This design comes from an exercise in tuning for small area, a short achievable clock period and few clock cycles on the open sky130 flow, not from production work.
In this exercise RTL edits were held to simulation tests only and were not proved equivalent to the original.
Power figures rest on the tool's default switching activity, not on a simulated workload.

<file path="design.v">
`timescale 1ns / 1ps
`default_nettype none
module centered_pixel_doubler (
  input  wire logic        clk,
  input  wire logic        rst_n,
  input  wire logic        in_push,
  output logic             in_full,
  input  wire logic [48:0] in_word,
  output logic             out_empty,
  input  wire logic        out_pop,
  output logic [56:0]      out_word,
  input  wire logic        cfg_we,
  input  wire logic [0:0]  cfg_index,
  input  wire logic [12:0] cfg_wdata
);
  logic [12:0] w_r, h_r;
  logic [12:0] wd_sat;
  assign wd_sat = (cfg_wdata[12] && (cfg_wdata[11:0] != 12'd0)) ? 13'd4096 : cfg_wdata;
  always_ff @(posedge clk) begin
    if (!rst_n) begin
      w_r <= 13'd512;
      h_r <= 13'd480;
    end else if (cfg_we) begin
      if (cfg_index == 1'b0) w_r <= wd_sat;
      else                   h_r <= wd_sat;
    end
  end
  logic        s_c;
  logic        s_r;           
  logic        w_lo;          
  logic        h_lo;          
  logic        neg_c;         
  logic [11:0] hh, ww;
  logic [11:0] b_c;           
  logic [12:0] kx_c;          
  logic        kci_c;         
  logic [13:0] w3_r;          
  always_comb begin
    hh    = h_r[12:1];
    ww    = w_r[12:1];
    s_c   = (w_r[12:9] != 4'd0) && ((h_r[12:9] != 4'd0) || (h_r[8:5] == 4'b1111));
    w_lo  = (w_r[12:8] == 5'd0);
    h_lo  = (h_r[12:8] == 5'd0) && (h_r[7:4] != 4'b1111);
    neg_c = !s_c && h_lo && (h_r[7:0] != 8'd239);
    if (s_c)        b_c = hh - 12'd240;
    else if (neg_c) b_c = hh + 12'd8 + {11'd0, h_r[0]};
    else            b_c = hh - 12'd120 + {11'd0, h_r[0] && h_lo};
    if (s_c)        kx_c = {1'b0, ww} - 13'd256;
    else if (neg_c) kx_c = {1'b0, ww};
    else            kx_c = {1'b0, ww} - 13'd128;
    kci_c = !s_c && w_lo && w_r[0];
  end
  logic [8:0]  rb0_r;    
  logic [8:0]  q1_r;     
  logic [7:0]  cl_r;     
  logic [8:0]  hh9;
  logic [6:0]  u;
  logic        hbig;
  always_comb begin
    hh9  = hh[8:0];
    u    = 7'(hh9 - 9'd240);
    hbig = (hh[11:9] != 3'd0) || (hh9 >= 9'd282);
  end
  always_ff @(posedge clk) begin
    s_r  <= s_c;
    w3_r <= {1'b0, w_r} + {w_r, 1'b0};
    if (s_r) begin
      if (hbig) begin
        rb0_r <= 9'd261;
        q1_r  <= 9'd261;
      end else begin
        rb0_r <= 9'd240 + ((u == 7'd0) ? 9'd0 : 9'((u + 7'd1 + {6'd0, h_r[0]}) >> 1));
        q1_r  <= 9'd240 + 9'((u + {6'd0, h_r[0]}) >> 1);
      end
    end else begin
      if (hbig || hh9 >= 9'd141) rb0_r <= 9'd261;
      else if (!h_lo)            rb0_r <= hh9 + 9'd120 + {8'd0, h_r[0]};
      else                       rb0_r <= h_r[8:0];
      q1_r <= h_lo ? 9'(9'd120 - hh9 - {8'd0, h_r[0]}) : 9'd0;
    end
    cl_r <= (!s_r && w_lo) ? 8'(9'd128 - {1'b0, ww[7:0]} - {8'd0, w_r[0]}) : 8'd0;
  end
  localparam logic [1:0] KS_LOAD = 2'd0, KS_INIT = 2'd1, KS_RUN = 2'd2, KS_IDLE = 2'd3;
  logic        busy_r;       
  logic [1:0]  ks_r;
  logic [2:0]  ahi_r;        
  logic        first_r;      
  logic        neg_r;
  logic        kci_r;        
  logic [23:0] k_reg_r;
  logic        in_full_r;
  logic        p_valid_r;    
  logic [3:0]  p_rh_r;       
  logic [31:0] p_col_r;
  logic        p_r1_r;       
  logic [1:0]  j_r;          
  logic [1:0]  da_r, db_r;   
  logic [23:0] acc_s_r, acc_c_r;
  logic        o_valid_r, o_empty_r, o_last_r, o_r1_r;
  logic [1:0]  o_ph_r;
  logic [23:0] o_idx_r;
  logic [31:0] o_col_r;
  logic [7:0]  in_c;
  logic [8:0]  in_r;
  logic        row0_ok, row1_ok, col_ok, nonempty;
  assign in_c = in_word[48:41];
  assign in_r = in_word[40:32];
  always_comb begin
    row1_ok  = (in_r < q1_r);
    row0_ok  = (in_r < rb0_r) && (s_r || !row1_ok);
    col_ok   = s_r || ((!w_lo || (in_c < w_r[7:0])) && !(in_c < cl_r));
    nonempty = row0_ok && col_ok;
  end
  logic        sm;
  logic [14:0] m1, m2, m3;
  logic [23:0] row_a, row_b, t_s, t_c, n_s, n_c;
  logic [23:0] init_c;
  logic [3:0]  init_d, next_d;
  logic        k_init, p_init;
  function automatic logic [14:0] pick(input logic [1:0] d, input logic [14:0] a,
                                       input logic [14:0] b, input logic [14:0] c);
    case (d)
      2'd0:    pick = 15'd0;
      2'd1:    pick = a;
      2'd2:    pick = b;
      default: pick = c;
    endcase
  endfunction
  always_comb begin
    sm = s_r && !busy_r;
    m1 = sm ? {1'b0, w_r, 1'b0} : {2'b0, w_r};
    m2 = {m1[13:0], 1'b0};
    m3 = sm ? {w3_r, 1'b0} : {1'b0, w3_r};
    if (j_r == 2'd2) begin
      row_a = {5'd0, pick(da_r, m1, m2, m3), 4'd0};
      row_b = {3'd0, pick(db_r, m1, m2, m3), 6'd0};
    end else begin
      row_a = {9'd0, pick(da_r, m1, m2, m3)};
      row_b = {7'd0, pick(db_r, m1, m2, m3), 2'd0};
    end
    t_s = acc_s_r ^ acc_c_r ^ row_a;
    t_c = {((acc_s_r[22:0] & acc_c_r[22:0]) | (acc_s_r[22:0] & row_a[22:0]) |
            (acc_c_r[22:0] & row_a[22:0])), 1'b0};
    n_s = t_s ^ t_c ^ row_b;
    n_c = {((t_s[22:0] & t_c[22:0]) | (t_s[22:0] & row_b[22:0]) |
            (t_c[22:0] & row_b[22:0])), 1'b0};
    if (busy_r) begin
      if (!first_r)    init_c = {2'b0, m1[13:0], 8'd0};
      else if (neg_r)  init_c = {4'hF, ~w_r, 7'd0};
      else             init_c = 24'd0;
      init_d = first_r ? b_c[3:0] : 4'd0;
      next_d = first_r ? b_c[7:4] : 4'd0;
    end else begin
      init_c = (in_r[8] ? {2'b0, m1[13:0], 8'd0} : 24'd0) |
               (s_r ? {15'd0, in_c, 1'b0} : {16'd0, in_c});
      init_d = in_r[3:0];
      next_d = p_rh_r;
    end
    k_init = busy_r && (ks_r == KS_INIT);
    p_init = !in_full_r;
  end
  logic        pop, o_free, p2o, o_adv, kstore;
  logic [23:0] delta, add_a, add_b, add_y;
  logic [24:0] add_full;
  logic        add_ci;
  always_comb begin
    pop    = out_pop && o_valid_r;
    o_free = !o_valid_r || (out_pop && o_last_r);
    p2o    = p_valid_r && (j_r == 2'd3) && o_free;
    o_adv  = pop && !o_last_r;
    case (o_ph_r)
      2'd0:    delta = 24'd1;
      2'd1:    delta = {11'd0, w_r};
      default: delta = 24'hFFFFFF;
    endcase
    add_a    = o_last_r ? acc_s_r : o_idx_r;
    add_b    = o_last_r ? acc_c_r : delta;
    add_ci   = busy_r && first_r && kci_r;
    add_full = {add_a, add_ci} + {add_b, 1'b1};
    add_y    = add_full[24:1];
    kstore   = busy_r && (ks_r == KS_RUN) && (j_r == 2'd3);
  end
  logic p_valid_nxt, busy_nxt;
  always_comb begin
    if (!in_full_r) p_valid_nxt = in_push && nonempty;
    else            p_valid_nxt = p_valid_r && !p2o;
    busy_nxt = cfg_we || (busy_r && !(kstore && ahi_r == 3'd0));
  end
  always_ff @(posedge clk) begin
    if (!rst_n) begin
      busy_r    <= 1'b1;
      ks_r      <= KS_LOAD;
      in_full_r <= 1'b1;
      p_valid_r <= 1'b0;
      o_valid_r <= 1'b0;
      o_empty_r <= 1'b1;
      o_last_r  <= 1'b1;
    end else begin
      busy_r    <= busy_nxt;
      in_full_r <= busy_nxt || p_valid_nxt;
      p_valid_r <= p_valid_nxt;
      if (cfg_we)                 ks_r <= KS_LOAD;
      else if (ks_r == KS_LOAD)   ks_r <= KS_INIT;
      else if (ks_r == KS_INIT)   ks_r <= KS_RUN;
      else if (kstore)            ks_r <= (ahi_r == 3'd0) ? KS_IDLE : KS_INIT;
      if (p2o) begin
        o_valid_r <= 1'b1;
        o_empty_r <= 1'b0;
        o_last_r  <= !s_r;
      end else if (o_adv) begin
        o_last_r  <= (o_ph_r == 2'd0) ? !o_r1_r : (o_ph_r == 2'd2);
      end else if (pop) begin
        o_valid_r <= 1'b0;
        o_empty_r <= 1'b1;
      end
    end
  end
  always_ff @(posedge clk) begin
    if (p_init) begin
      p_rh_r  <= in_r[7:4];
      p_col_r <= in_word[31:0];
      p_r1_r  <= row1_ok;
    end
    if (p_init || k_init) begin
      acc_s_r <= k_reg_r;
      acc_c_r <= init_c;
      da_r    <= init_d[1:0];
      db_r    <= init_d[3:2];
      j_r     <= 2'd1;
    end else if (j_r == 2'd1 || j_r == 2'd2) begin
      acc_s_r <= n_s;
      acc_c_r <= n_c;
      da_r    <= next_d[1:0];
      db_r    <= next_d[3:2];
      j_r     <= j_r + 2'd1;
    end
    if (busy_r && ks_r == KS_LOAD) begin
      k_reg_r <= {{11{kx_c[12]}}, kx_c};
      kci_r   <= kci_c;
      neg_r   <= neg_c;
      ahi_r   <= b_c[10:8];
      first_r <= 1'b1;
    end else if (kstore) begin
      k_reg_r <= add_y;
      ahi_r   <= ahi_r - 3'd1;
      first_r <= 1'b0;
    end
    if (p2o) begin
      o_idx_r <= add_y;
      o_col_r <= p_col_r;
      o_ph_r  <= 2'd0;
      o_r1_r  <= p_r1_r;
    end else if (o_adv) begin
      o_idx_r <= add_y;
      o_ph_r  <= o_ph_r + 2'd1;
    end
  end
  assign in_full   = in_full_r;
  assign out_empty = o_empty_r;
  assign out_word  = {o_idx_r, o_col_r, o_last_r};
endmodule
`default_nettype wire
</file>
<file path="run.sh">
#!/bin/bash
# synth_recipe.tcl (not shown) runs the flow's synth.tcl, then flattens the netlist and writes it again
# the make line also repeats each setting of config.mk as NAME=value (left out here)
make -C /OpenROAD-flow-scripts/flow DESIGN_CONFIG=/design/flow/config.mk WORK_HOME=/design/flow/orfs CLKGATE_MAP_FILE= SYNTH_SCRIPT=/design/flow/synth_recipe.tcl finish
</file>
<file path="config.mk">
export PLATFORM = sky130hd
export DESIGN_NAME = centered_pixel_doubler
export DESIGN_NICKNAME = centered_pixel_doubler
export VERILOG_FILES = /design/flow/design.v
export SDC_FILE = /design/flow/constraint.sdc
export NUM_CORES = 4
export LEC_CHECK = 0
export CAP_MARGIN = 20
export CORE_MARGIN = 2
export CORE_UTILIZATION = 40
export SLEW_MARGIN = 20
</file>
<file path="constraint.sdc">
create_clock -name core_clock -period 6.0 [get_ports {clk}]
set_input_delay 1.2000 -clock core_clock [delete_from_list [all_inputs] [get_ports {clk}]]
set_output_delay 1.2000 -clock core_clock [all_outputs]
set_load 0.01 [all_outputs]
</file>
==> results of run 1 <==
==> area by class of cell <==
class / instances / area [µm²]
Clock buffer: 42 / 805.8
Clock inverter: 14 / 126.4
Fill cell: 3825 / 21600
Inverter: 130 / 490.5
Multi-Input combinational cell: 1243 / 8713
Sequential cell: 255 / 6859
Tap cell: 532 / 665.6
Timing Repair Buffer: 143 / 1384
==> per-stage QoR <==
step                      setup slack, ns  util [%]  hold slack [ns]
after floorplan                     2.337         -           0.3540
after global placement              2.061     44.55           0.4008
after detailed placement            2.064     44.55           0.4045
after CTS                           2.018     46.85           0.4182
after global routing                1.690     46.85           0.4241
final                               1.931     46.85           0.4143
==> state kept, by name (all words and copies together), names as in the netlist, 3 cells and up <==
name     count
rb0_r        9
k_reg_r     24
q1_r         9
cl_r         8
acc_c_r     24
ahi_r        3
p_rh_r       4
w_r         13
o_idx_r     24
o_col_r     32
acc_s_r     24
w3_r        14
h_r         13
p_col_r     32
==> worst min path at each step <==
stage | cells past startpoint | slack [ns] | to
after global placement | 0 | 0.40 | o_col_r[0]
after detailed placement | 0 | 0.40 | o_col_r[20]
after global routing | 0 | 0.42 | o_col_r[14]
after floorplan | 0 | 0.35 | w3_r[0]
after CTS | 0 | 0.42 | o_col_r[20]
final | 0 | 0.41 | o_col_r[20]
==> Yosys cell counts (all sizes together) (26+ instances only) <==
cell type	instances	area [µm²]
a21boi	26	206.5
a21oi	105	529.3
a22oi	28	210.2
clkbuf	63	236.5
dfxtp	80	1602
edfxtp	175	5255
fa	40	800.8
ha	121	1514
inv	128	483.0
mux2	27	304.0
mux2i	50	500.5
nand2	249	937.2
nand3	36	185.2
nor2	110	412.9
o21ai	122	618.1
xnor2	54	473.0
==> logic make-up after synthesis <==
family,Yosys count,synth area share [%]
xor+xnor,67,3.580
mux,77,4.908
flops,255,41.83
simple gates,511,13.98
buf+inv,216,5.160
compound gates,427,16.42
fa+ha+maj,161,14.12
==> per-layer routing <==
metal	routed length, µm	GRT usage (%)
met5	0	0
met3	3370	3.217
met2	21200	34.90
met4	891	5.000
met1	22000	32.26
==> worst max-delay path: cells and delay by family (launching register included) <==
family	cells	cell delay, ns
AO/OA/AOI/OAI	5	1.18
adder cells (fa/ha/maj)	2	0.98
flip-flops	1	0.35
multiplexers	1	0.21
AND/OR/NAND/NOR	2	1.07
==> where the power goes <==
part           leakage (nW)  switching (mW)  total [mW]  internal (mW)
registers              2.35           0.326        2.85           2.53
clock network         0.461           0.765        1.75          0.986
logic                  4.76            2.33        3.86           1.53
total                  7.57            3.42        8.47           5.04
==> impl_results.md, run 1 <==
- Starting Density: between 40% and 50%
- Max VDD drop: about 270 µV
- Hold Path Class: flop to flop
- Final Hold Viols: 0
- Final wirelength: roughly 47 mm
- EDFF count, synth: about 180
- Post-DP Area: 0.01811 mm²
- Clock root cell: clkbuf_16
- # Post-CTS Setup Buffers: 0
- Slowest CP cell: nor2b_4
- Number of DRC markers in iteration 0: 1,208
- Final #Nets: 2,032
- Leakage power: ~7.6 nW
- Non-Filler Instances: ~2,400
- First-pass GRT wire length: 73.22 mm
- Max Slew Vio Count: 0
- Initial antenna violation count: 0
- Antenna cell count: 0
- Vias after detailed routing: 13,010
- #FFs+latches synth: roughly 260
- RePlAce Congestion: ~0.92
- Synth Instances: roughly 1,700
- Final period util: just under 70%
- # IOs: about 130
- 1st-pass router iterations: 5
- Total power: roughly 8.5 mW
- Pwr Density: between 400 and 500 mW/mm²
- H-tree Lvls: 1
- CTS tree: done
- Setup Crit Path Kind: flop to flop
- Fmax: 245.8 MHz
- Setup TNS: 0 ns
- Worst reg2reg startpoint: s_r
- Die W: between 200 and 250 µm
- Post_cts resized: 0
- CP endpoint kind: flop
- Row count: 74
- Most common cell after layout, fill and taps aside: nand2_1
- Top_reg_cell synth: edfxtp_1
- Most frequent cells in the layout: nand2_1, edfxtp_1, clkdlybuf4s50_1
- Total grt overflow: 0
- Mean post-synth cell area: roughly 9.6 µm²
- CTS Sinks: 255
- PortBufs: ~130
- Slew headroom: approximately 28%
- Antenna Violating Nets Remaining: 0
- Area Overhead vs Synth: 16.19%
- Post-DR wirelength/cell: roughly 20 µm
- Core Box Area: around 0.04 mm²
- Startpoint Class: flop
- Dpl hpwl: roughly 35 mm
- Critical path fanouts, max: between 40 and 50
- Clock skew: ~0.011 ns
- FFs w/ async S/R, synth: 0%
- DP Cell Count: 2,302
- Yosys cell types: between 70 and 80
- R2R Path End: acc_c_r[7]
- Worst Path Required: 6.32 ns
- Status: no timing/DRC/antenna violations
- Die area: ~0.043 mm²
- GRT Total Usage: approximately 22%
- Final setup viols: 0
- Max Cap Violations: 0
- Data arrival, critical path: between 4 and 5 ns
- DIE HEIGHT: about 210 µm
- Syn nets: 1,943
- Clock Pin Slew Worst Setup and Hold Paths: about 0.060 ns
- RSZ-0062 raised after global routing: no
- CP Cell Sequence: nor2b_4 -> o21ai_0 -> nor2_1 -> a21oi_1 -> a22oi_1 -> mux2i_1 -> fa_1 -> fa_1 -> a21oi_1 -> o21ai_0
- Clock Latency Late Sink: around 0.59 ns
- Slew @ Worst Pin: 1.074 ns
- Mapped Area: 0.01639 mm²
- Yosys warns: 1
- Max Root-Sink Buffers: 3
- Total CTS buffers: 30
- Post-layout min period: 4.069 ns
- Vias in the first global route: 12,520
- Crit path capture: acc_c_r[7]
- Layout cell share with drive strength beyond 1: approximately 7%
- CP peak stage delay: 0.87 ns
- Finished layout cell area: about 0.019 mm²
- Post-route DRC: 0
- Vias per std cell: 5.515
- Hold buffer count at cts: 0
- Worst Setup SP: s_r
- Pin count of the biggest net entering global routing: 53
- R2R setup slack: between 1.5 and 2 ns
- Register area share after synthesis: between 40% and 50%
- Hold path start: p_col_r[20]
- Reg2Reg Depth: 10
Testbench counts, summed over its fixed seeds: cycles 21,185.
==> run 2: changes to the inputs <==
--- a/config.mk
+++ b/config.mk
@@ -7,2 +7,3 @@
 export LEC_CHECK = 0
+export ABC_CLOCK_PERIOD_IN_PS = 2400
 export CAP_MARGIN = 20
@@ -10,2 +11,3 @@
 export CORE_UTILIZATION = 40
+export SETUP_SLACK_MARGIN = 3.6
 export SLEW_MARGIN = 20
==> run 2 against run 1 <==
  * Still clean
  * Total power increased by 23%
  * Fmax is 31% higher
  * Final cell count increased by 8.7%
  * Combinational power is 45% higher
  * Largest cell class unchanged
  * Critical endpoint is now acc_s_r[12]
  * First-iteration DRC count up 35%
  * Flip-flop and latch count unchanged
  * Clock-buffer cell count shrank 4
==> impl_results.md, run 2 <==
- EDFF count, synth: 175
- Max VDD drop: about 220 µV
- Final wirelength: 55.28 mm
- H-tree Lvls: 1
- FFs w/ async S/R, synth: 0%
- # IOs: around 130
- 1st-pass router iterations: 6
- Startpoint Class: flop
- Final Hold Viols: 0
- Fmax: approximately 320 MHz
- GRT Total Usage: 24.87%
- #FFs+latches synth: ~260
- Setup Crit Path Kind: flop to flop
- Synth Instances: 1,714
- Layout cell share with drive strength beyond 1: 35.24%
- Mean post-synth cell area: around 9.6 µm²
- Starting Density: around two fifths
- Clock skew: between 0.03 and 0.04 ns
- CTS tree: done
- Post-synth top cells: nand2_1, edfxtp_1, inv_1, ha_1, o21ai_0
- Max Cap Violations: 0
- Syn nets: 1,943
- Register area share after synthesis: a little over two fifths
- Clock Latency Late Sink: about 0.61 ns
- First-pass GRT wire length: around 82 mm
- Status: no timing/DRC/antenna violations
- Most frequent cell after synthesis: nand2_1
- Top-area cell type share of the netlist area: 32.06%
- Largest registers: o_col_r (32), p_col_r (32)
- Total CTS buffers: 30
- Clock Pin Slew Worst Setup and Hold Paths: approximately 0.060 ns
- Critical path fanouts, max: 6
- PortBufs: approximately 130
- Row count: 74
- Post-DR wirelength/cell: ~22 µm
- Vias per std cell: ~5.6
- Yosys cell types: 73
- Die W: about 210 µm
- Clock root cell: clkbuf_16
- Core Box Area: between 0.04 and 0.05 mm²
- Die area: 0.04261 mm²
- Area Overhead vs Synth: 39.02%
- Hold Path Class: flop to flop
- Final period util: ~52%
- Max Root-Sink Buffers: 3
- Max Slew Vio Count: 0
- Layout filler cell count: 3,437
- Most common cell after layout, fill and taps aside: nand2_1
- Initial antenna violation count: 1
- Final #Nets: around 2,200
- RSZ-0062 raised after global routing: yes
- Post-layout min period: around 3.1 ns
- Top cells by area, synth: edfxtp_1, dfxtp_1, ha_1
- Total grt overflow: 0
- CTS Sinks: around 260
- Most frequent cells in the layout: nand2_1, edfxtp_1, buf_4
- Vias in the first global route: approximately 14,000
- Data arrival, critical path: ~3.4 ns
- Yosys warns: 1
- Top_reg_cell synth: edfxtp_1
- Mapped Area: ~0.016 mm²
- Number of DRC markers in iteration 0: 1,625
- Post-route DRC: 0
- Antenna Violating Nets Remaining: 0
- Hold buffer count at cts: 0
- Slew headroom: 41.19%
- CP endpoint kind: flop
- Synth area leader: edfxtp_1
- Slew @ Worst Pin: a little under 0.9 ns
- Worst Path Required: 6.34 ns
- Vias after detailed routing: 14,470
- RePlAce Congestion: roughly 0.93
- Total power: between 10 and 15 mW
- Pin count of the biggest net entering global routing: 53
- Dpl hpwl: ~35 mm
- Pwr Density: roughly 460 mW/mm²
- Leakage power: a little over 9 nW
- Setup TNS: 0 ns
- Final setup viols: 0
- DIE HEIGHT: 206.4 µm
[run 2: cell counts after synthesis]
No cell type changed its count.
[run 2: critical path, cell delays in order, from the launching register on]
cell and delay (ns):
dfxtp_4 0.36, buf_12 0.14, nor2b_4 0.18, buf_12 0.13, buf_16 0.11, buf_6 0.10, o21ai_4 0.05, nor2_1 0.11
a21oi_1 0.06, a22oi_2 0.27, mux2i_2 0.15, fa_2 0.60, fa_2 0.43, nand2_1 0.07, nand2_1 0.05
[run 2: kinds of logic after synthesis]
| family | after synthesis | share of synthesized area [%] |
|---|---|---|
| flops | 255 | 41.83 |
| compound gates | 427 | 16.42 |
| simple gates | 511 | 13.98 |
| mux | 77 | 4.908 |
| fa+ha+maj | 161 | 14.12 |
| xor+xnor | 67 | 3.580 |
| buf+inv | 216 | 5.160 |
[run 2: through the flow]
stage,setup slack [ns],instance area (µm²),utilization (%),std cells,hold slack (ns)
3_5_place_dp,1.736,18510,45.53,2300,0.4045
2_1_floorplan,3.184,16960,-,1714,0.3540
3_3_place_gp,1.850,18510,45.53,2300,0.4008
4_1_cts,2.966,21710,53.40,2501,0.4185
5_1_grt,2.802,22780,56.05,2564,0.4225
6_report,2.904,22790,56.06,2565,0.4161
[run 2: per-layer routing]
metal  vias up  track usage (%)  part of all wire (%)  routed length [µm]
met5         -                0                 0.016                   9
met4         2            7.117                   3.0                1674
met3       166            4.920                   7.9                4384
met2       662            39.14                    46               25170
met1      6971            34.63                    43               24040
li1       6669                -                     -                   -
[run 2: path summary, 6_finish.rpt]
kind / startpoint / end / depth (start not counted) / slack (ns)
worst max-delay path: busy_r / acc_s_r[12] / 14 / 2.90
worst min-delay path: p_col_r[15] / o_col_r[15] / 0 / 0.42
worst max register to register: busy_r / acc_s_r[12] / 14 / 2.90
worst min register to register: p_col_r[15] / o_col_r[15] / 0 / 0.42
[run 2: where the power goes]
| group | total, mW | internal (mW) | switching (mW) |
|---|---|---|---|
| registers | 2.78 | 2.52 | 0.259 |
| logic | 5.60 | 2.47 | 3.13 |
| clock network | 2.02 | 1.22 | 0.808 |
[run 2: layout make-up]
type | instances | area [µm²] | area share [%]
clock buffer | 38 | 875.8 | 3.844
antenna | 1 | 2.502 | 0.01098
clock inverter | 18 | 234.0 | 1.027
tap | 532 | 665.6 | 2.921
inverter | 130 | 559.3 | 2.455
timing repair inverter | 2 | 12.51 | 0.05491
multi-input combinational | 1247 | 10410 | 45.68
sequential | 255 | 6947 | 30.49
timing repair buffer | 342 | 3080 | 13.52
[run 2: timing repair]
item	4_1_cts	5_1_grt
endpoints found under the setup margin	271	158
hold endpoints to repair	0	0
buffers inserted	136	63
cloned	9	0
pin swaps	115	95
resized for setup	550	160
==> run 3: changes to the inputs <==
--- a/design.v
+++ b/design.v
@@ -96,3 +96,5 @@
   logic [1:0]  j_r;          
-  logic [1:0]  da_r, db_r;   
+  logic [2:0]  da_r, db_r;   
+  logic        st2_r;        
+  logic        sm_r;         
   logic [23:0] acc_s_r, acc_c_r;
@@ -100,2 +102,4 @@
   logic [1:0]  o_ph_r;
+  logic        o_dw_r, o_dm_r;   
+  logic        o_lastq_r;    
   logic [23:0] o_idx_r;
@@ -119,13 +123,11 @@
   logic        k_init, p_init;
-  function automatic logic [14:0] pick(input logic [1:0] d, input logic [14:0] a,
+  function automatic logic [14:0] pick(input logic [2:0] d, input logic [14:0] a,
                                        input logic [14:0] b, input logic [14:0] c);
-    case (d)
-      2'd0:    pick = 15'd0;
-      2'd1:    pick = a;
-      2'd2:    pick = b;
-      default: pick = c;
-    endcase
+    pick = ({15{d[0]}} & a) | ({15{d[1]}} & b) | ({15{d[2]}} & c);
   endfunction
-  always_comb begin
-    sm = s_r && !busy_r;
+  function automatic logic [2:0] onehot(input logic [1:0] d);
+    onehot = {d == 2'd3, d == 2'd2, d == 2'd1};
+  endfunction
+  always_comb begin
+    sm = sm_r;
     m1 = sm ? {1'b0, w_r, 1'b0} : {2'b0, w_r};
@@ -133,3 +135,3 @@
     m3 = sm ? {w3_r, 1'b0} : {1'b0, w3_r};
-    if (j_r == 2'd2) begin
+    if (st2_r) begin
       row_a = {5'd0, pick(da_r, m1, m2, m3), 4'd0};
@@ -170,7 +172,3 @@
     o_adv  = pop && !o_last_r;
-    case (o_ph_r)
-      2'd0:    delta = 24'd1;
-      2'd1:    delta = {11'd0, w_r};
-      default: delta = 24'hFFFFFF;
-    endcase
+    delta = o_dm_r ? 24'hFFFFFF : (o_dw_r ? {11'd0, w_r} : 24'd1);
     add_a    = o_last_r ? acc_s_r : o_idx_r;
@@ -197,4 +195,7 @@
       o_last_r  <= 1'b1;
+      o_lastq_r <= 1'b1;
+      sm_r      <= 1'b0;
     end else begin
       busy_r    <= busy_nxt;
+      sm_r      <= s_c && !busy_nxt;
       in_full_r <= busy_nxt || p_valid_nxt;
@@ -209,4 +210,6 @@
         o_last_r  <= !s_r;
+        o_lastq_r <= !s_r;
       end else if (o_adv) begin
         o_last_r  <= (o_ph_r == 2'd0) ? !o_r1_r : (o_ph_r == 2'd2);
+        o_lastq_r <= (o_ph_r == 2'd0) ? !o_r1_r : (o_ph_r == 2'd2);
       end else if (pop) begin
@@ -226,5 +229,6 @@
       acc_c_r <= init_c;
-      da_r    <= init_d[1:0];
-      db_r    <= init_d[3:2];
+      da_r    <= onehot(init_d[1:0]);
+      db_r    <= onehot(init_d[3:2]);
       j_r     <= 2'd1;
+      st2_r   <= 1'b0;
     end else if (j_r == 2'd1 || j_r == 2'd2) begin
@@ -232,5 +236,6 @@
       acc_c_r <= n_c;
-      da_r    <= next_d[1:0];
-      db_r    <= next_d[3:2];
+      da_r    <= onehot(next_d[1:0]);
+      db_r    <= onehot(next_d[3:2]);
       j_r     <= j_r + 2'd1;
+      st2_r   <= (j_r == 2'd1);
     end
@@ -251,2 +256,4 @@
       o_ph_r  <= 2'd0;
+      o_dw_r  <= 1'b0;
+      o_dm_r  <= 1'b0;
       o_r1_r  <= p_r1_r;
@@ -255,2 +262,4 @@
       o_ph_r  <= o_ph_r + 2'd1;
+      o_dw_r  <= (o_ph_r == 2'd0);
+      o_dm_r  <= (o_ph_r == 2'd1);
     end
@@ -259,3 +268,3 @@
   assign out_empty = o_empty_r;
-  assign out_word  = {o_idx_r, o_col_r, o_last_r};
+  assign out_word  = {o_idx_r, o_col_r, o_lastq_r};
 endmodule
--- a/config.mk
+++ b/config.mk
@@ -7,3 +7,3 @@
 export LEC_CHECK = 0
-export ABC_CLOCK_PERIOD_IN_PS = 2400
+export ABC_CLOCK_PERIOD_IN_PS = 2300
 export CAP_MARGIN = 20
@@ -11,3 +11,3 @@
 export CORE_UTILIZATION = 40
-export SETUP_SLACK_MARGIN = 3.6
+export SETUP_SLACK_MARGIN = 3.7
 export SLEW_MARGIN = 20
==> run 3 against run 2 <==
  * Clock-buffer cell count down 2
  * Critical path depth down 4
  * Largest power group unchanged
  * Fmax up 3.7%
  * Critical path type unchanged
  * Global-route usage down 0.10 points
  * Sequential power up 3%
  * First-iteration DRC count up 3.1%
  * Non-clock buffer count up 8
  * Worst hold slack better by 0.0016 ns
  * Die area up 1.0%
==> impl_results.md, run 3 <==
- Final Hold Viols: 0
- FFs w/ async S/R, synth: 0%
- Top cells by area, synth: edfxtp_1, dfxtp_1, ha_1
- Worst Path Required: between 6 and 7 ns
- Worst reg2reg startpoint: o_last_r
- Top-area cell type share of the netlist area: between 30 and 40%
- Yosys cell types: 82
- Slowest CP cell: or4_4
- Starting Density: around two fifths
- Sequential standard cell area: between 0.007 and 0.008 mm²
- Dpl hpwl: between 30 and 40 mm
- Die W: between 200 and 250 µm
- Largest registers: o_col_r (32), p_col_r (32)
- Pwr Density: ~450 mW/mm²
- Pre-CTS worst setup slack: roughly 2.1 ns
- Clock skew: approximately 0.016 ns
- RePlAce Congestion: ~0.93
- Vias per std cell: roughly 5.7
- Total grt overflow: 0
- Status: no timing/DRC/antenna violations
- Area Overhead vs Synth: 39.56%
- Net Switching: between 4 and 5 mW
- Number of DRC markers in iteration 0: 1,676
- Max VDD drop: 271.3 µV
- Slew headroom: between 30 and 40%
- Layout cell share with drive strength beyond 1: a little over a third
- Setup Crit Path Kind: flop to flop
- Max Root-Sink Buffers: 3
- Post-DR wirelength/cell: 22.04 µm
- Most common cell after layout, fill and taps aside: nand2_1
- Internal power: around 6.3 mW
- Area of the multi-input gates: 0.01056 mm²
- #FFs+latches synth: about 260
- Fmax: 334.9 MHz
- RSZ-0062 raised after global routing: yes
- Synth Instances: roughly 1,700
- 1st-pass router iterations: 14
- Final setup viols: 0
- Mean post-synth cell area: roughly 9.9 µm²
- Final wirelength: ~56 mm
- Total CTS buffers: 30
- Max Cap Violations: 0
- Post-DP Area: about 0.019 mm²
- Startpoint Class: flop
- R2R Path End: k_reg_r[15]
- Vias in the first global route: roughly 14,000
- Setup TNS: 0 ns
- Hold Path Class: flop to flop
- Antenna cell count: 0
- Row count: 74
- Most frequent cell after synthesis: nand2_1
- Leakage power: between 9 and 10 nW
- Worst Slack Setup Final: between 3 and 4 ns
- Clock power share: roughly 20%
- CTS tree: done
- Register share of total power: between 20% and 30%
- Final period util: about half
- CP Cell Sequence: buf_6 -> mux2_2 -> ha_4 -> o21ai_4 -> a211oi_4 -> or4_4 -> a21oi_4 -> nand2_2 -> xor2_2 -> a21bo_2
- Layout filler cell count: 3,443
- Crit path capture: k_reg_r[15]
- Vias after detailed routing: approximately 14,000
- Synth area leader: edfxtp_1
- Reg2Reg Depth: 10
- Worst Setup SP: o_last_r
- Most frequent cells in the layout: nand2_1, edfxtp_1, buf_4
- Finished layout cell area: ~0.023 mm²
- Core Box Area: roughly 0.041 mm²
- CTS Sinks: ~260
- First-pass GRT wire length: 83.80 mm
- Clock Latency Late Sink: approximately 0.60 ns
- # IOs: between 100 and 150
- Post-synth top cells: nand2_1, edfxtp_1, ha_1, inv_1, nor2_1
- Final #Nets: between 2,000 and 2,500
- CP peak stage delay: between 0.4 and 0.5 ns
- GRT Total Usage: about a quarter
- CP endpoint kind: flop
- Initial antenna violation count: 0
- R2R setup slack: around 3.0 ns
- Gate power share: 52.8%
- Switching share of power: 38.90%
- Antenna Violating Nets Remaining: 0
- Pin count of the biggest net entering global routing: 60
- H-tree Lvls: 1
- Yosys warns: 1
- Clock root cell: clkbuf_16
- Post-layout min period: roughly 3 ns
- Register area share after synthesis: ~42%
- Hold buffer count at cts: 0
- Mapped Area: about 0.017 mm²
- Max Slew Vio Count: 0
- Slew @ Worst Pin: 0.9346 ns
- EDFF count, synth: roughly 180
- DIE HEIGHT: ~210 µm
- Die area: about 0.043 mm²
- Post-route DRC: 0
- Syn nets: 1,907
- Top_reg_cell synth: edfxtp_1
- Critical path fanouts, max: 6
- Clock Pin Slew Worst Setup and Hold Paths: about 0.06 ns
- PortBufs: 126
- Data arrival, critical path: ~3.3 ns
==> run 3: final cells by class <==
type                       count  area share (%)
sequential                   261           30.72
inverter                     111           2.084
timing repair inverter         2         0.04331
clock inverter                20           1.213
multi-input combinational   1217           45.68
timing repair buffer         350           13.90
tap                          532           2.880
clock buffer                  36           3.476
==> run 3: worst max-delay path, delay by kind of cell (launching register included) <==
family	cells	cell delay (ns)
AOI/OAI and AO/OA	4	0.71
xor gates and xnor gates	1	0.17
adders and majority gates	1	0.27
buffers and inverters	1	0.17
DFF	1	0.46
muxes	1	0.36
and+or+nand+nor	2	0.59
==> run 3: how the worst min path moves through the flow <==
stage	slack, ns	end	cells past startpoint	from
after floorplan	0.36	w3_r[0]	0	w_r[0]
after global placement	0.40	o_col_r[15]	0	p_col_r[15]
after detailed placement	0.40	o_col_r[18]	0	p_col_r[18]
after CTS	0.42	o_col_r[22]	0	p_col_r[22]
after global routing	0.42	o_col_r[17]	0	p_col_r[17]
final	0.42	o_col_r[8]	0	p_col_r[8]
==> run 3: metal layers <==
metal / GRT usage [%] / up-vias / part of all wire, %
met1: 34.61 / 6994 / 43
met3: 4.599 / 140 / 8.3
met4: 7.241 / 0 / 3.0
met2: 39.17 / 698 / 45
li1: - / 6606 / -
met5: 0 / - / 0
==> run 3: repair_timing <==
item / in CTS / in global routing
cloned: 6 / 4
resized for setup: 533 / 151
setup endpoints to repair: 257 / 247
buffers inserted: 150 / 59
pin swaps: 107 / 98
==> run 3: cells by family (layout without fill, tap and decap cells) <==
kind of cell	count (synthesis)	in the layout	share of synthesized area, %
AND/OR/NAND/NOR	499	500	13.33
AO/OA/AOI/OAI	411	412	16.83
flip-flops	261	261	42.25
buffers and inverters	202	519	5.122
adder cells (fa/ha/maj)	161	161	13.98
multiplexers	76	76	4.888
XOR/XNOR	68	68	3.596
==> run 3: power by group through the flow <==
stage	combinational [mW]	clock [mW]	sequential (mW)
finish	5.44	2.01	2.86
global route	5.91	2.12	2.90
global placement	3.64	0	2.93
CTS	4.66	2.04	2.84
floorplan	2.95	0	2.72
detailed placement	3.69	0	2.93
==> run 3: per-stage QoR <==
| step | std cells | util [%] | total power, mW | hold WS [ns] |
|---|---|---|---|---|
| final | 2529 | 56.60 | 10.31 | 0.4178 |
| after global routing | 2529 | 56.60 | 10.93 | 0.4179 |
| after CTS | 2466 | 53.73 | 9.546 | 0.4187 |
| after detailed placement | 2254 | 45.59 | 6.619 | 0.4045 |
| after global placement | 2254 | 45.59 | 6.570 | 0.4009 |
| after floorplan | 1678 | - | 5.670 | 0.3637 |
Testbench counts of run 3, summed over its fixed seeds: cycles 21,185.
==> run 4: changes to the inputs <==
--- a/design.v
+++ b/design.v
@@ -36,3 +36,6 @@
   logic        kci_c;         
-  logic [13:0] w3_r;          
+  logic [13:0] wm_r;          
+  logic [14:0] wm3_r;         
+  logic [13:0] w3_c;
+  logic        kc0_c;         
   always_comb begin
@@ -44,3 +47,3 @@
     neg_c = !s_c && h_lo && (h_r[7:0] != 8'd239);
-    if (s_c)        b_c = hh - 12'd240;
+    if (s_c)        b_c = 12'((hh - 12'd240) >> 1);
     else if (neg_c) b_c = hh + 12'd8 + {11'd0, h_r[0]};
@@ -51,2 +54,4 @@
     kci_c = !s_c && w_lo && w_r[0];
+    kc0_c = s_c && h_r[1];
+    w3_c  = {1'b0, w_r} + {w_r, 1'b0};
   end
@@ -65,3 +70,4 @@
     s_r  <= s_c;
-    w3_r <= {1'b0, w_r} + {w_r, 1'b0};
+    wm_r  <= s_c ? {w_r, 1'b0} : {1'b0, w_r};
+    wm3_r <= s_c ? {w3_c, 1'b0} : {1'b0, w3_c};
     if (s_r) begin
@@ -82,5 +88,6 @@
   end
-  localparam logic [1:0] KS_LOAD = 2'd0, KS_INIT = 2'd1, KS_RUN = 2'd2, KS_IDLE = 2'd3;
+  localparam logic [2:0] KS_LOAD = 3'd0, KS_INIT = 3'd1, KS_RUN = 3'd2, KS_STORE = 3'd3,
+                         KS_IDLE = 3'd4;
   logic        busy_r;       
-  logic [1:0]  ks_r;
+  logic [2:0]  ks_r;
   logic [2:0]  ahi_r;        
@@ -90,3 +97,4 @@
   logic [23:0] k_reg_r;
-  logic        in_full_r;
+  logic        in_full_r;    
+  logic        acc_ok_r;     
   logic        p_valid_r;    
@@ -97,9 +105,10 @@
   logic [2:0]  da_r, db_r;   
-  logic        st2_r;        
-  logic        sm_r;         
+  logic [2:0]  dc_r, dd_r;   
+  logic        kc0_r;
   logic [23:0] acc_s_r, acc_c_r;
-  logic        o_valid_r, o_empty_r, o_last_r, o_r1_r;
+  logic        o_valid_r, o_empty_r, o_lastq_r, o_r1_r;
   logic [1:0]  o_ph_r;
   logic        o_dw_r, o_dm_r;   
-  logic        o_lastq_r;    
+  logic        o_nlast_r;    
+  logic        o_last_r;
   logic [23:0] o_idx_r;
@@ -117,3 +126,2 @@
   end
-  logic        sm;
   logic [14:0] m1, m2, m3;
@@ -131,13 +139,7 @@
   always_comb begin
-    sm = sm_r;
-    m1 = sm ? {1'b0, w_r, 1'b0} : {2'b0, w_r};
-    m2 = {m1[13:0], 1'b0};
-    m3 = sm ? {w3_r, 1'b0} : {1'b0, w3_r};
-    if (st2_r) begin
-      row_a = {5'd0, pick(da_r, m1, m2, m3), 4'd0};
-      row_b = {3'd0, pick(db_r, m1, m2, m3), 6'd0};
-    end else begin
-      row_a = {9'd0, pick(da_r, m1, m2, m3)};
-      row_b = {7'd0, pick(db_r, m1, m2, m3), 2'd0};
-    end
+    m1 = {1'b0, wm_r};
+    m2 = {wm_r, 1'b0};
+    m3 = wm3_r;
+    row_a = {9'd0, pick(da_r, m1, m2, m3)} | {5'd0, pick(dc_r, m1, m2, m3), 4'd0};
+    row_b = {7'd0, pick(db_r, m1, m2, m3), 2'd0} | {3'd0, pick(dd_r, m1, m2, m3), 6'd0};
     t_s = acc_s_r ^ acc_c_r ^ row_a;
@@ -151,2 +153,3 @@
       else if (neg_r)  init_c = {4'hF, ~w_r, 7'd0};
+      else if (kc0_r)  init_c = {11'd0, w_r};
       else             init_c = 24'd0;
@@ -161,8 +164,9 @@
     k_init = busy_r && (ks_r == KS_INIT);
-    p_init = !in_full_r;
+    p_init = acc_ok_r;
   end
   logic        pop, o_free, p2o, o_adv, kstore;
-  logic [23:0] delta, add_a, add_b, add_y;
-  logic [24:0] add_full;
-  logic        add_ci;
+  logic [23:0] delta, adv, cpa;
+  logic [24:0] cpa_full;
+  logic        cpa_ci, kdone;
+  assign o_last_r = !o_nlast_r;
   always_comb begin
@@ -173,8 +177,8 @@
     delta = o_dm_r ? 24'hFFFFFF : (o_dw_r ? {11'd0, w_r} : 24'd1);
-    add_a    = o_last_r ? acc_s_r : o_idx_r;
-    add_b    = o_last_r ? acc_c_r : delta;
-    add_ci   = busy_r && first_r && kci_r;
-    add_full = {add_a, add_ci} + {add_b, 1'b1};
-    add_y    = add_full[24:1];
+    cpa_ci   = busy_r && first_r && kci_r;
+    cpa_full = {acc_s_r, cpa_ci} + {acc_c_r, 1'b1};
+    cpa      = cpa_full[24:1];
+    adv      = o_idx_r + delta;
     kstore   = busy_r && (ks_r == KS_RUN) && (j_r == 2'd3);
+    kdone    = busy_r && (ks_r == KS_STORE);
   end
@@ -182,5 +186,5 @@
   always_comb begin
-    if (!in_full_r) p_valid_nxt = in_push && nonempty;
+    if (acc_ok_r)   p_valid_nxt = in_push && nonempty;
     else            p_valid_nxt = p_valid_r && !p2o;
-    busy_nxt = cfg_we || (busy_r && !(kstore && ahi_r == 3'd0));
+    busy_nxt = cfg_we || (busy_r && !(kdone && ahi_r == 3'd0));
   end
@@ -191,2 +195,3 @@
       in_full_r <= 1'b1;
+      acc_ok_r  <= 1'b0;
       p_valid_r <= 1'b0;
@@ -194,9 +199,8 @@
       o_empty_r <= 1'b1;
-      o_last_r  <= 1'b1;
+      o_nlast_r <= 1'b0;
       o_lastq_r <= 1'b1;
-      sm_r      <= 1'b0;
     end else begin
       busy_r    <= busy_nxt;
-      sm_r      <= s_c && !busy_nxt;
       in_full_r <= busy_nxt || p_valid_nxt;
+      acc_ok_r  <= !(busy_nxt || p_valid_nxt);
       p_valid_r <= p_valid_nxt;
@@ -205,3 +209,4 @@
       else if (ks_r == KS_INIT)   ks_r <= KS_RUN;
-      else if (kstore)            ks_r <= (ahi_r == 3'd0) ? KS_IDLE : KS_INIT;
+      else if (kstore)            ks_r <= KS_STORE;
+      else if (kdone)             ks_r <= (ahi_r == 3'd0) ? KS_IDLE : KS_INIT;
       if (p2o) begin
@@ -209,6 +214,6 @@
         o_empty_r <= 1'b0;
-        o_last_r  <= !s_r;
+        o_nlast_r <= s_r;
         o_lastq_r <= !s_r;
       end else if (o_adv) begin
-        o_last_r  <= (o_ph_r == 2'd0) ? !o_r1_r : (o_ph_r == 2'd2);
+        o_nlast_r <= (o_ph_r == 2'd0) ? o_r1_r : (o_ph_r != 2'd2);
         o_lastq_r <= (o_ph_r == 2'd0) ? !o_r1_r : (o_ph_r == 2'd2);
@@ -231,4 +236,5 @@
       db_r    <= onehot(init_d[3:2]);
+      dc_r    <= 3'd0;
+      dd_r    <= 3'd0;
       j_r     <= 2'd1;
-      st2_r   <= 1'b0;
     end else if (j_r == 2'd1 || j_r == 2'd2) begin
@@ -236,6 +242,7 @@
       acc_c_r <= n_c;
-      da_r    <= onehot(next_d[1:0]);
-      db_r    <= onehot(next_d[3:2]);
+      da_r    <= 3'd0;
+      db_r    <= 3'd0;
+      dc_r    <= onehot(next_d[1:0]);
+      dd_r    <= onehot(next_d[3:2]);
       j_r     <= j_r + 2'd1;
-      st2_r   <= (j_r == 2'd1);
     end
@@ -244,2 +251,3 @@
       kci_r   <= kci_c;
+      kc0_r   <= kc0_c;
       neg_r   <= neg_c;
@@ -247,4 +255,4 @@
       first_r <= 1'b1;
-    end else if (kstore) begin
-      k_reg_r <= add_y;
+    end else if (kdone) begin
+      k_reg_r <= o_idx_r;
       ahi_r   <= ahi_r - 3'd1;
@@ -252,4 +260,4 @@
     end
+    if (p2o || o_adv || kstore) o_idx_r <= o_last_r ? cpa : adv;
     if (p2o) begin
-      o_idx_r <= add_y;
       o_col_r <= p_col_r;
@@ -260,3 +268,2 @@
     end else if (o_adv) begin
-      o_idx_r <= add_y;
       o_ph_r  <= o_ph_r + 2'd1;
--- a/config.mk
+++ b/config.mk
@@ -7,3 +7,3 @@
 export LEC_CHECK = 0
-export ABC_CLOCK_PERIOD_IN_PS = 2300
+export ABC_CLOCK_PERIOD_IN_PS = 2200
 export CAP_MARGIN = 20
@@ -11,3 +11,3 @@
 export CORE_UTILIZATION = 40
-export SETUP_SLACK_MARGIN = 3.7
+export SETUP_SLACK_MARGIN = 3.8
 export SLEW_MARGIN = 20
==> run 4 against run 3 <==
  * Worst hold slack worse by 0.0018 ns
  * Clock-buffer cell count up 10
  * Die area up 7.9%
  * Sequential power up 8.4%
  * Clock power up 5%
  * Largest power group unchanged
  * Clock skew up 0.010 ns
  * Final area up 6.0%
  * Still clean on timing, DRC and antenna
  * Fmax up 7.1%
  * Flip-flop and latch count up 22
  * Sequential share of layout area up 0.084 points
  * Total power down 6.1%
  * Critical path depth down 1
==> impl_results.md, run 4 <==
- Status: no timing/DRC/antenna violations
- Final #Nets: 2,414
- Mapped Area: ~0.018 mm²
- Layout cell share with drive strength beyond 1: between 30% and 40%
- Final wirelength: 61.35 mm
- H-tree Lvls: 2
- RePlAce Congestion: roughly 0.89
- Hold Path Class: flop to flop
- Final Hold Viols: 0
- GRT Total Usage: 25.61%
- Top cells by area, synth: edfxtp_1, dfxtp_1, ha_1
- Total grt overflow: 0
- PortBufs: roughly 130
- Die area: around 0.046 mm²
- Largest registers: o_col_r (32), p_col_r (32)
- Register area share after synthesis: approximately two fifths
- Leakage power: between 9 and 10 nW
- Total power: 9.686 mW
- Top_reg_cell synth: edfxtp_1
- Row count: a little under 80
- Layout filler cell count: 3,786
- Antenna Violating Nets Remaining: 0
- Syn nets: ~2,100
- Max Root-Sink Buffers: 3
- Hold buffer count at cts: 0
- Top-area cell type share of the netlist area: between 20% and 30%
- Fmax: ~360 MHz
- Worst Path Required: 6.28 ns
- Max Slew Vio Count: 0
- Post-layout min period: ~2.8 ns
- 1st-pass router iterations: 6
- Final setup viols: 0
- Data arrival, critical path: approximately 3.1 ns
- Vias in the first global route: around 16,000
- Startpoint Class: flop
- # IOs: between 100 and 150
- Yosys warns: 1
- Initial antenna violation count: 0
- Post-synth top cells: nand2_1, edfxtp_1, ha_1, o21ai_0, a21oi_1
- First-pass GRT wire length: about 90 mm
- Pwr Density: around 400 mW/mm²
- Slew @ Worst Pin: roughly 0.87 ns
- Antenna cell count: 0
- Post-DR wirelength/cell: ~22 µm
- CTS Sinks: 283
- Most common cell after layout, fill and taps aside: nand2_1
- Clock Latency Late Sink: 0.57 ns
- Die W: about 220 µm
- Yosys cell types: 75
- RSZ-0062 raised after global routing: yes
- Hold path depth: 0
- Synth area leader: edfxtp_1
- FFs w/ async S/R, synth: 0%
- Clock root cell: clkbuf_16
- Number of DRC markers in iteration 0: roughly 1,600
- DIE HEIGHT: roughly 220 µm
- Starting Density: roughly 40%
- Mean post-synth cell area: between 9 and 10 µm²
- Total CTS buffers: 34
- Core Box Area: 0.04422 mm²
- Area Overhead vs Synth: 36.99%
- Setup TNS: 0 ns
- Post-route DRC: 0
- Clock skew: ~0.026 ns
- Final period util: 46.45%
- Setup Crit Path Kind: flop to flop
- Slew headroom: about two fifths
- CP endpoint kind: flop
- Dpl hpwl: just over 40 mm
- CTS tree: done
- Reg2Reg Depth: 9
- Synth Instances: roughly 1,900
- EDFF count, synth: 178
- Most frequent cells in the layout: nand2_1, edfxtp_1, buf_4
- Utilization after layout: around 55%
- Pin count of the biggest net entering global routing: 55
- Clock Pin Slew Worst Setup and Hold Paths: 0.06 ns
- Vias after detailed routing: 16,140
- Most frequent cell after synthesis: nand2_1
- Critical path fanouts, max: 5
- Max Cap Violations: 0
- #FFs+latches synth: 283
- Max VDD drop: 265.0 µV
- Vias per std cell: between 5 and 6
## run 4: cell count changes after synthesis, sizes merged, moves of 11 or more
| cell | before | now |
|---|---|---|
| a21o | 20 | 42 |
| a21oi | 85 | 121 |
| a22oi | 10 | 58 |
| buf | 27 | 10 |
| clkbuf | 64 | 93 |
| dfxtp | 84 | 105 |
| ha | 121 | 138 |
| mux2 | 39 | 3 |
| mux2i | 37 | 22 |
| nand2b | 14 | 30 |
| nand3 | 29 | 51 |
| nor2 | 104 | 93 |
| o21ai | 95 | 126 |
## run 4: layout make-up
class / instances / area (µm²) / area share [%]
clock buffer: 46 / 958.4 / 3.911
timing repair inverter: 2 / 15.01 / 0.06127
clock inverter: 14 / 158.9 / 0.6484
inverter: 104 / 470.5 / 1.920
timing repair buffer: 354 / 3133 / 12.78
multi-input combinational: 1385 / 11480 / 46.85
tap: 592 / 740.7 / 3.022
sequential: 283 / 7550 / 30.81
## run 4: cell families (layout without fill, tap and decap cells)
kind of cell | count (synthesis) | after routing | synth area share, %
flops | 283 | 283 | 41.63
xor+xnor | 86 | 86 | 4.210
buf+inv | 207 | 520 | 4.420
fa+ha+maj | 182 | 182 | 14.58
compound gates | 536 | 538 | 19.55
mux | 25 | 25 | 1.441
simple gates | 553 | 554 | 14.18
## run 4: metrics by stage
step	hold slack, ns	cell area [µm²]	setup WS (ns)	std cells
final	0.4159	24510	3.213	2780
after global routing	0.4194	24510	3.106	2780
after CTS	0.4166	23600	3.162	2729
after detailed placement	0.4045	20080	2.390	2506
after global placement	0.4005	20080	2.395	2506
after floorplan	0.4003	18410	3.222	1872
## run 4: layer usage
layer  track usage, %  share of wire (%)  vias to the layer above
met1            34.06                 42                     7891
met3            4.257                7.1                      178
met5                0                  0                        -
met2            42.31                 47                      690
met4            8.851                4.0                        0
li1                 -                  -                     7381
## run 4: worst max-delay path: stages, from the launching register on
cell and delay, ns:
edfxtp_1 0.43, ha_1 0.38, a211o_1 0.37, a311oi_4 0.39, o311ai_4 0.15, and3_4 0.21, a21oi_4 0.15, o211ai_1 0.11
xor2_1 0.22, a211oi_2 0.10
## run 4: path summary, 6_finish.rpt
kind / start / end / slack (ns)
worst max-delay path: acc_s_r[6] / o_idx_r[23] / 3.21
worst min-delay path: p_col_r[8] / o_col_r[8] / 0.42
worst max register to register: acc_s_r[6] / o_idx_r[23] / 3.21
worst min register to register: p_col_r[8] / o_col_r[8] / 0.42
## run 4: what timing repair did
| item | in CTS | in global routing |
|---|---|---|
| resized for setup | 630 | 131 |
| pin swaps | 142 | 113 |
| gates cloned | 8 | 1 |
| setup buffers | 155 | 50 |
| setup endpoints to repair | 325 | 234 |
## run 4: report_power, final
part	internal [mW]	leakage [nW]	switching, mW	total [mW]
Sequential	2.69	2.60	0.407	3.10
Combinational	2.04	6.53	2.44	4.48
Clock	1.22	0.546	0.882	2.11
Total	5.95	9.68	3.73	9.69
Testbench counts of run 4, summed over its fixed seeds: cycles 21,193.
==> run 5: changes to the inputs <==
--- a/design.v
+++ b/design.v
@@ -42,2 +42,3 @@
     hh    = h_r[12:1];
+    kci_c = !s_c && (w_r[12:8] == 5'd0) && w_r[0];
     ww    = w_r[12:1];
@@ -51,5 +52,4 @@
     if (s_c)        kx_c = {1'b0, ww} - 13'd256;
-    else if (neg_c) kx_c = {1'b0, ww};
-    else            kx_c = {1'b0, ww} - 13'd128;
-    kci_c = !s_c && w_lo && w_r[0];
+    else if (neg_c) kx_c = {1'b0, ww} + {12'd0, kci_c};
+    else            kx_c = {1'b0, ww} - 13'd128 + {12'd0, kci_c};
     kc0_c = s_c && h_r[1];
@@ -95,3 +95,2 @@
   logic        neg_r;
-  logic        kci_r;        
   logic [23:0] k_reg_r;
@@ -168,4 +167,3 @@
   logic [23:0] delta, adv, cpa;
-  logic [24:0] cpa_full;
-  logic        cpa_ci, kdone;
+  logic        kdone;
   assign o_last_r = !o_nlast_r;
@@ -177,5 +175,3 @@
     delta = o_dm_r ? 24'hFFFFFF : (o_dw_r ? {11'd0, w_r} : 24'd1);
-    cpa_ci   = busy_r && first_r && kci_r;
-    cpa_full = {acc_s_r, cpa_ci} + {acc_c_r, 1'b1};
-    cpa      = cpa_full[24:1];
+    cpa      = acc_s_r + acc_c_r;
     adv      = o_idx_r + delta;
@@ -250,3 +246,2 @@
       k_reg_r <= {{11{kx_c[12]}}, kx_c};
-      kci_r   <= kci_c;
       kc0_r   <= kc0_c;
--- a/config.mk
+++ b/config.mk
@@ -7,3 +7,2 @@
 export LEC_CHECK = 0
-export ABC_CLOCK_PERIOD_IN_PS = 2200
 export CAP_MARGIN = 20
@@ -11,3 +10,3 @@
 export CORE_UTILIZATION = 40
-export SETUP_SLACK_MARGIN = 3.8
+export SETUP_SLACK_MARGIN = 3.2
 export SLEW_MARGIN = 20
==> run 5 against run 4 <==
  * Still clean on timing, DRC and antenna
  * Final cell count decreased by 4.4%
  * Via count decreased by 7.2%
  * Global-route usage decreased by 2.5 points
  * Flip-flop and latch count decreased by 1
  * Total power decreased by 11%
  * Critical endpoint is now k_reg_r[15]
==> impl_results.md, run 5 <==
- Status: no timing/DRC/antenna violations
- Worst Path Required: approximately 6.3 ns
- Most common cell after layout, fill and taps aside: nand2_1
- Final setup viols: 0
- Synth Instances: about 1,900
- CP peak stage delay: 0.36 ns
- Top-area cell type share of the netlist area: between 20 and 30%
- Dpl hpwl: between 30 and 40 mm
- RePlAce Congestion: 0.9694
- FFs w/ async S/R, synth: 0%
- Top cells by area, synth: edfxtp_1, dfxtp_1, ha_1
- Antenna cell count: 0
- Die area: about 0.047 mm²
- Max VDD drop: between 150 and 200 µV
- Max Slew Vio Count: 0
- Hold buffer count at cts: 0
- Final period util: roughly half
- Pin count of the biggest net entering global routing: between 60 and 70
- Data arrival, critical path: roughly 3.2 ns
- # IOs: 127
- Slowest CP cell: dfxtp_4
- Max Cap Violations: 0
- CTS tree: done
- Total grt overflow: 0
- Core Box Area: ~0.044 mm²
- Final wirelength: 54.63 mm
- Most frequent cells in the layout: nand2_1, edfxtp_1, nor2_1, clkdlybuf4s50_1, ha_1
- Startpoint Class: flop
- Area Overhead vs Synth: 25.06%
- Final #Nets: 2,296
- CTS Sinks: 282
- Top_reg_cell synth: edfxtp_1
- Layout filler cell count: between 3,000 and 4,000
- H-tree Lvls: 2
- First-pass GRT wire length: roughly 85 mm
- Post-synth top cells: nand2_1, edfxtp_1, ha_1, nor2_1, a21oi_1
- Yosys cell types: just over 70
- Post-DR wirelength/cell: 20.56 µm
- Vias in the first global route: 15,030
- Pwr Density: between 300 and 400 mW/mm²
- Starting Density: 40.60%
- Leakage power: roughly 8.9 nW
- Clock root cell: clkbuf_16
- Vias per std cell: roughly 5.6
- Initial antenna violation count: 0
- Clock Pin Slew Worst Setup and Hold Paths: about 0.06 ns
- DIE HEIGHT: ~220 µm
- Antenna Violating Nets Remaining: 0
- Layout cell share with drive strength beyond 1: approximately 16%
- Die W: 215.9 µm
- Yosys warns: 1
- Max Root-Sink Buffers: 3
- Fmax: between 300 and 400 MHz
- Clock Latency Late Sink: roughly 0.53 ns
- Setup TNS: 0 ns
- Post-route DRC: 0
- Post-layout min period: roughly 3 ns
- 1st-pass router iterations: 7
- Most frequent cell after synthesis: nand2_1
- Number of DRC markers in iteration 0: ~1,200
- Slew @ Worst Pin: approximately 1.1 ns
- RSZ-0062 raised after global routing: yes
- Row count: 77
- Mapped Area: around 0.018 mm²
- Synth area leader: edfxtp_1
- Mean post-synth cell area: approximately 9.5 µm²
- PortBufs: about 130
- Final Hold Viols: 0
- CP Cell Sequence: ha_4 -> nand3_4 -> nand2_4 -> o31ai_4 -> inv_2 -> nor3_2 -> ha_2 -> buf_12 -> ha_4 -> and3_4 -> a21oi_2 -> o21ai_1 -> nand2_1 -> a31oi_4 -> buf_12 -> nor2_4 -> a21o_1
- EDFF count, synth: 177
- Clock skew: 0.01481 ns
- Setup Crit Path Kind: flop to flop
- CP endpoint kind: flop
- Register area share after synthesis: about two fifths
- Total CTS buffers: 34
- Total power: between 8 and 9 mW
- Slew headroom: 26.34%
- Syn nets: 2,144
- Hold Path Class: flop to flop
- Largest registers: o_col_r (32), p_col_r (32)
- #FFs+latches synth: 282
- Vias after detailed routing: between 10,000 and 15,000
- GRT Total Usage: 23.13%
- Critical path fanouts, max: 6
-- run 5: cells by family after synthesis --
family / after synthesis / synth area share, %
AND/OR/NAND/NOR: 560 / 13.79
XOR/XNOR: 93 / 4.537
adder cells (fa/ha/maj): 188 / 14.94
flip-flops: 282 / 41.31
AO/OA/AOI/OAI: 516 / 18.81
buffers and inverters: 215 / 4.662
multiplexers: 34 / 1.944
-- run 5: worst paths after layout --
check / startpoint / endpoint / slack, ns / cells after the start
hold / removal: p_col_r[20] / o_col_r[20] / 0.42 / 0
setup / recovery: h_r[6] / k_reg_r[15] / 3.08 / 17
setup reg to reg: h_r[6] / k_reg_r[15] / 3.08 / 17
hold reg to reg: p_col_r[20] / o_col_r[20] / 0.42 / 0
-- run 5: final cells by class --
type / instances / area [µm²] / area share, %
inverters: 106 / 436.7 / 1.945
clock inverters: 12 / 122.6 / 0.5461
clock buffers: 49 / 968.4 / 4.313
well taps: 592 / 740.7 / 3.299
repair buffers: 223 / 2059 / 9.172
repair inverters: 1 / 7.507 / 0.03344
multi-input cells: 1392 / 10640 / 47.38
flip-flops and latches: 282 / 7480 / 33.31
-- run 5: timing repair --
item,4_1_cts,5_1_grt
endpoints found under the setup margin,103,99
endpoints found under the hold margin,0,0
cloned,2,0
resized for setup,113,121
buffers inserted,46,36
pin swaps,28,76
-- run 5: power by group --
part	total (mW)	internal [mW]	switching, mW
Clock	2.03	1.21	0.818
Sequential	3.13	2.68	0.459
Combinational	3.45	1.51	1.94
Total	8.61	5.40	3.21
-- run 5: worst max-delay path: cells and delay by family, from the launching register on --
| family | cells | cell delay [ns] |
|---|---|---|
| AOI/OAI and AO/OA | 5 | 0.78 |
| and+or+nand+nor | 6 | 0.66 |
| adders and majority gates | 3 | 0.52 |
| DFF | 1 | 0.36 |
| buffers and inverters | 3 | 0.33 |
-- run 5: through the flow --
stage | setup slack (ns) | area (µm²) | cells | hold WS, ns | util [%]
floorplan | 2.782 | 18130 | 1888 | 0.4003 | -
global placement | 2.421 | 19780 | 2512 | 0.4001 | 44.73
detailed placement | 2.386 | 19780 | 2512 | 0.4045 | 44.73
CTS | 3.075 | 21650 | 2621 | 0.4175 | 48.95
global route | 2.943 | 22450 | 2657 | 0.4236 | 50.77
finish | 3.083 | 22450 | 2657 | 0.4163 | 50.77
-- run 5: per-layer routing --
metal	part of all wire, %	GRT usage [%]	up-vias
li1	-	-	7125
met1	44	31.88	7194
met2	46	37.14	545
met3	6.1	3.439	114
met4	3.2	7.885	0
met5	0	0	-
Testbench counts of run 5, summed over its fixed seeds: cycles 21,193.
==> run 6: changes to the inputs <==
--- a/config.mk
+++ b/config.mk
@@ -10,3 +10,3 @@
 export CORE_UTILIZATION = 40
-export SETUP_SLACK_MARGIN = 3.2
+export SETUP_SLACK_MARGIN = 3.0
 export SLEW_MARGIN = 20
==> run 6 against run 5 <==
  * Still clean
  * Register-to-register slack lost 0.12 ns
  * Utilization shrank 1.8 points
  * Clock power up 7%
  * Global-route usage down 0.18 points
  * Non-clock buffer count shrank 40
  * Via count down 0.85%
  * Flip-flop and latch count stayed put
  * Worst setup slack worse by 0.12 ns
  * Total power is 0.28% higher
  * Critical path depth shrank 5
  * Critical path type unchanged
==> impl_results.md, run 6 <==
- Starting Density: 40.60%
- Post-synthesis mux area share: just under 2%
- H-tree Lvls: 2
- Internal power: 5.427 mW
- Core Box Area: about 0.044 mm²
- Die area: 0.04659 mm²
- Syn nets: about 2,100
- Synth area leader: edfxtp_1
- Final setup viols: 0
- # IOs: about 130
- Utilization after layout: 49.01%
- Setup Crit Path Kind: flop to flop
- Slew headroom: 32.27%
- Post-route DRC: 0
- CTS tree: done
- CP endpoint kind: flop
- Total grt overflow: 0
- Post-synthesis share of cell area spent on xor and xnor gates: roughly 4.5%
- Slew @ Worst Pin: 1.016 ns
- Layout cell share with drive strength beyond 1: approximately 11%
- Mapped Area: ~0.018 mm²
- Switching share of power: 37.16%
- Final #Nets: between 2,000 and 2,500
- Worst Path Required: between 6 and 7 ns
- Hold buffer count at cts: 0
- CTS Sinks: 282
- Gate power share: between 30 and 40%
- Yosys cell types: 71
- Vias in the first global route: 14,750
- Clock skew: about 0.025 ns
- Register area share after synthesis: between 40% and 50%
- DIE HEIGHT: roughly 220 µm
- Total CTS buffers: 34
- Top cells by area, synth: edfxtp_1, dfxtp_1, ha_1
- Worst reg2reg startpoint: o_dm_r
- Final Hold Viols: 0
- Data arrival, critical path: roughly 3.3 ns
- Layout filler cell count: 4,106
- Max VDD drop: ~200 µV
- EDFF count, synth: 177
- FFs w/ async S/R, synth: 0%
- Antenna Violating Nets Remaining: 0
- Most frequent cells in the layout: nand2_1, edfxtp_1, ha_1
- #FFs+latches synth: around 280
- Pin count of the biggest net entering global routing: 55
- Max Slew Vio Count: 0
- Adder-cell share of the synthesized area: between 10 and 15%
- Die W: ~220 µm
- PortBufs: roughly 130
- Pwr Density: roughly 400 mW/mm²
- Max Cap Violations: 0
- Largest family of logic cells by synthesized area: compound AO/OA/AOI/OAI gates
- Row count: 77
- Hold Path Class: flop to flop
- Net Switching: 3.210 mW
- Post-synth top cells: nand2_1, edfxtp_1, ha_1, nor2_1, a21oi_1
- Yosys warns: 1
- GRT Total Usage: between 20% and 30%
- Mean post-synth cell area: approximately 9.5 µm²
- Antenna cell count: 0
- Final wirelength: about 54 mm
- Area Overhead vs Synth: 20.73%
- Largest registers: o_col_r (32), p_col_r (32)
- Initial antenna violation count: 0
- Clock power share: about a quarter
- RSZ-0062 raised after global routing: yes
- Register share of total power: ~36%
- Most frequent cell after synthesis: nand2_1
- Top_reg_cell synth: edfxtp_1
- Vias per std cell: between 5 and 6
- Hold path start: p_col_r[2]
- Startpoint Class: flop
- Fmax: ~330 MHz
- Critical path fanouts, max: 8
- Final period util: between 50% and 60%
- RePlAce Congestion: 0.9762
- Most common cell after layout, fill and taps aside: nand2_1
- Post-DR wirelength/cell: 20.67 µm
- Setup TNS: 0 ns
- Leakage power: about 8.6 nW
- First-pass GRT wire length: between 80 and 90 mm
- Max Root-Sink Buffers: 3
- Synth Instances: 1,888
- Status: no timing/DRC/antenna violations
- Simple-gate portion of the synthesized area: 13.79%
- Clock Latency Late Sink: about 0.55 ns
- Clock root cell: clkbuf_16
- Number of DRC markers in iteration 0: 1,376
- 1st-pass router iterations: 8
- Worst Setup SP: o_dm_r
- Vias after detailed routing: 14,850
- Clock Pin Slew Worst Setup and Hold Paths: 0.06 ns
- Dpl hpwl: approximately 40 mm
- Top-area cell type share of the netlist area: a little under 30%
- Post-layout min period: approximately 3.0 ns
- Post-synthesis compound-gate area fraction: 18.81%
run 6: cell counts after synthesis:
No cell type changed its count.
run 6: kinds of logic (layout without fill, tap and decap cells):
| logic type | count (synthesis) | after routing |
|---|---|---|
| and+or+nand+nor | 560 | 561 |
| AOI/OAI and AO/OA | 516 | 516 |
| DFF | 282 | 282 |
| buffers and inverters | 215 | 349 |
| adders and majority gates | 188 | 188 |
| xor gates and xnor gates | 93 | 93 |
| muxes | 34 | 34 |
run 6: power groups by stage:
stage,Sequential (mW),Clock (mW),Combinational (mW)
5_1_grt,3.16,2.30,3.81
2_1_floorplan,2.91,0,2.54
6_report,3.12,2.18,3.34
4_1_cts,3.11,2.23,3.25
3_3_place_gp,3.14,0,3.11
3_5_place_dp,3.15,0,3.17
run 6: final cells by class:
cell class,instances,area [µm²],area share (%)
Multi-Input combinational cell,1392,10180,46.97
Sequential cell,282,7468,34.46
Timing Repair Buffer,183,1707,7.874
Clock buffer,39,869.6,4.012
Tap cell,592,740.7,3.417
Inverter,106,407.9,1.882
Clock inverter,21,300.3,1.385
run 6: worst paths after layout:
check / to / slack [ns] / cells past startpoint
setup / recovery: o_idx_r[20] / 2.96 / 12
hold / removal: o_col_r[2] / 0.41 / 0
setup reg to reg: o_idx_r[20] / 2.96 / 12
hold reg to reg: o_col_r[2] / 0.41 / 0
run 6: repair_timing:
action / in CTS / in global routing
pin swaps: 7 / 31
resized for setup: 54 / 62
cloned: 0 / 1
setup buffers: 10 / 30
setup endpoints to repair: 56 / 44
run 6: stage by stage:
step           cells  power (mW)  area [µm²]  setup WS (ns)  hold WS, ns
2_1_floorplan   1888       5.446       18100          2.752       0.4003
3_3_place_gp    2514       6.248       19770          2.322       0.4007
3_5_place_dp    2514       6.318       19770          2.346       0.4045
4_1_cts         2584       8.582       21200          2.886       0.4160
5_1_grt         2615       9.272       21670          2.883       0.4187
6_report        2615       8.637       21670          2.961       0.4129
run 6: metal layers:
layer,up-vias,wire [µm],track usage [%]
met2,537,25070,37.27
met3,93,3790,4.059
met4,0,1312,6.621
met1,7195,23890,31.35
met5,-,0,0
li1,7026,-,-
run 6: critical path, stage by stage (launching register included):
cell        delay, ns
dfxtp_4          0.38
clkinvlp_4       0.14
nand3_1          0.12
ha_2             0.21
fa_2             0.39
a21oi_4          0.16
o22ai_2          0.11
a221o_1          0.33
a21o_1           0.18
a221o_1          0.32
a21oi_2          0.15
xor2_1           0.16
mux2i_1          0.08

## separate check: timing with driven ports
In the flow no input, the clock included, has a driving cell. The finished layouts below were timed again as built, in two steps.
Step 1: set_driving_cell puts a clkbuf_16 on clk and a buf_2 on each other input, an assumption about the parent block.
Step 2, shift: input delay + t, output delay - t, t = (earliest + latest rising clock arrival at the registers) / 2. This alone moves slack from input paths to output paths.
Three values: no drivers, after step 1, after step 2; two values: the first two.
| run | shift t [ns] | slack for setup (ns) | worst register clock-pin slew, ns | pins driven straight from the clock port |
|---|---|---|---|---|
| run 1 | 0.637 | 1.931 / 1.931 / 1.931 | 0.06 / 0.06 | 1 |
| run 2 | 0.641 | 2.904 / 2.904 / 2.904 | 0.08 / 0.08 | 1 |
| run 3 | 0.645 | 3.014 / 3.014 / 3.014 | 0.07 / 0.07 | 1 |
| run 4 | 0.618 | 3.213 / 3.213 / 3.058 | 0.06 / 0.06 | 1 |
| run 5 | 0.577 | 3.083 / 3.083 / 2.709 | 0.06 / 0.06 | 1 |
| run 6 | 0.599 | 2.961 / 2.961 / 2.583 | 0.06 / 0.06 | 1 |
After both steps setup and hold are still met in every run listed. For run 6, which loses most, drivers alone change the setup slack by 0.000 ns; drivers and shift together by -0.378 ns.
